Context: an optimization exercise on an open-source flow, tuned for small area, a short achievable clock period and few clock cycles per item. The choices shown serve that exercise and are no tape-out recipe.
Function was checked by simulation only, so behaviour that the tests miss may differ from the original.
Power figures rest on the tool's default switching activity, not on a simulated workload.

== run 1 ==
// tomasulo_core
module tomasulo_core (
  input  logic               clk,
  input  logic               rst_n,
  input  logic               instr_req,
  input  logic [11:0]        instr,
  output logic               instr_ack,
  output logic               cdb_valid,
  output logic [2:0]         cdb_dest,
  output logic [32-1:0] cdb_data,
  input  logic [2:0]         dbg_sel,
  output logic [32-1:0] dbg_data
);
  logic [8-2:0] rd_sel_d;
  logic [32-1:0] rd_data;
  logic               step_a;
  logic               step_b;
  logic [2:0]         wr_dest;
  logic               fwd_d;
  issue_ctrl issue_ctrl_inst (
    .clk       (clk),
    .rst_n     (rst_n),
    .instr_req (instr_req),
    .instr     (instr),
    .instr_ack (instr_ack),
    .rd_sel_d  (rd_sel_d),
    .step_a    (step_a),
    .step_b    (step_b),
    .wr_dest   (wr_dest),
    .fwd_d     (fwd_d)
  );
  reg_file reg_file_inst (
    .clk      (clk),
    .rst_n    (rst_n),
    .wr_en    (cdb_valid),
    .wr_dest  (cdb_dest),
    .wr_data  (cdb_data),
    .rd_sel_d (rd_sel_d),
    .fwd_d    (fwd_d),
    .rd_data  (rd_data),
    .dbg_sel  (dbg_sel),
    .dbg_data (dbg_data)
  );
  add_unit add_unit_inst (
    .clk       (clk),
    .rst_n     (rst_n),
    .step_b    (step_b),
    .fwd_d     (fwd_d),
    .wr_dest   (wr_dest),
    .rd_data   (rd_data),
    .cdb_valid (cdb_valid),
    .cdb_dest  (cdb_dest),
    .cdb_data  (cdb_data)
  );
endmodule
For scale: ~1,400 cells after synthesis, about 290 flip-flops, ~87 I/O pins, roughly 13,000 sq um of cells after synthesis.
clock: 5.0 ns
lec_check: 0
abc_area: 1
cap_margin: 20
core_margin: 2
core_utilization: 60
setup_slack_margin: 1.9
slew_margin: 20
standard.sh (not shown) runs the stock make flow with config.mk's settings and CLKGATE_MAP_FILE= SYNTH_SCRIPT=/design/flow/synth_recipe.tcl, a recipe that flattens the netlist after the stock synthesis.
==> flow/flow/run.sh <==
#!/bin/bash
# The standard layout with two changes: plain buffers (buf_1) on the ports
# in place of the delay cells that buffer_ports picks by default, and a clock
# tree built from larger sink clusters without dummy balancing loads.
# Each tool's output is kept in standard_flow.log here and in ORFS's own logs
# under orfs/logs.
set -euo pipefail
export BUFFER_PORTS_ARGS="-buffer_cell sky130_fd_sc_hd__buf_1"
export CTS_ARGS="-sink_clustering_enable -repair_clock_nets -dont_use_dummy_load -sink_clustering_size 30 -sink_clustering_max_diameter 150"
bash standard.sh > standard_flow.log 2>&1
Testbench counts of run 1, summed over its fixed seeds: cycles 6,412, items 3,200.
> inputs changed (run 1 -> run 2)
- ABC_AREA removed (was 1)
- SETUP_SLACK_MARGIN changed from 1.9 to 1.6
[summary]
- The lower combinational power share of run 2 and run 1 is in run 2.
- When the final numbers for run 2 and run 1 were put side by side, the power turned out to be greater in run 1.
- Setup slack in run 2 is smaller than in run 1.
- The run showing the smaller overall fraction of global-route tracks in use is run 2.
- dbg_data[25] as the capturing instance or port of the critical path was reported by run 1, and dbg_data[16] by run 2.
- In run 2 the area added between synthesis and finish turned out 2.2 points lower than in run 1.
- Detailed placement HPWL delta for run 2 relative to run 1: about 10% lower
- In the metrics for run 2 and run 1, the one carrying the lower sequential share of layout area is run 1.
- In run 2 relative to run 1, global-route wire length before repair had gone down by more than 10%.
Here is what was changed in the inputs of run 3 compared with run 2.
- ABC_AREA newly set to 1
- SETUP_SLACK_MARGIN changed from 1.6 to 2.1
Comparing run 3 against run 2, there is no change at all in remaining number of nets flagged by the antenna check after routing.
Post-synth net total (run 3 over run 2): increase, 488
Looking at post-place instance area across run 2 and run 3, the one that comes out lower is run 2.
The number of tapcells in run 3 sits about 6% above the value recorded for run 2.
In run 3 the met1 capacity usage during global routing turned out 2.5 points higher than in run 2.
From run 2 to run 3 the numbers moved as follows: via total after detailed routing rose by 2,154; hold slack fell by 0.049 ns.
Slack of the critical path: run 2 and run 3 compared, lower one is run 2
Measured against each other, run 2 and run 3 differ in clock period minus final worst setup slack, the lower figure coming from run 3.
#### Input delta (run 4 over run 3)
- SETUP_SLACK_MARGIN now 1.5, was 2.1
- ABC_AREA no longer set, was 1
--- a/flow/flow/run.sh
+++ b/flow/flow/run.sh
@@ -9 +9 @@
-export CTS_ARGS="-sink_clustering_enable -repair_clock_nets -dont_use_dummy_load -sink_clustering_size 30 -sink_clustering_max_diameter 150"
+export CTS_ARGS="-sink_clustering_enable -repair_clock_nets -dont_use_dummy_load -sink_clustering_size 20 -sink_clustering_max_diameter 120 -buf_list sky130_fd_sc_hd__clkbuf_8"
Results
- Run 4: PASS, flow complete, no timing, DRC or antenna violations
- Run 3 → run 4: utilization decreased by 4.6 points relative to the old numbers, share of final-layout standard cells stronger than drive strength 1 decreased by 6.6 points relative to the old numbers, met2 demand-to-capacity share in global routing decreased by 4.7 points relative to the old numbers, clock share of power decreased by 3.2 points relative to the old numbers.

afterwards: timing with drivers on the ports:
How much do the figures lean on ideal ports? The routed layouts below were timed once more, with nothing changed but the port constraints.
Step 1: set_driving_cell puts a clkbuf_16 on clk and a buf_2 on each other input, an assumption about the parent block.
Step 2 moves the port delays by t, midway between the first and last clock arrival at a register: inputs arrive t later, outputs are due t later. That takes back most of the time a late clock gives input paths.
Three values: no drivers, after step 1, after step 2; two values: the first two.
run	t (ns)	slack for setup (ns)	worst register clock-pin slew, ns	cell pins on the clock port's net
run 1	0.522	1.740 / 1.693 / 1.693	0.11 / 0.11	1
run 2	0.516	1.627 / 1.603 / 1.603	0.11 / 0.11	1
run 3	0.522	1.715 / 1.663 / 1.663	0.11 / 0.11	1
run 4	0.548	1.588 / 1.562 / 1.562	0.12 / 0.12	1
After both steps setup and hold are still met in every run listed. For run 3, which loses most, drivers alone change the setup slack by -0.052 ns; drivers and shift together by -0.052 ns.
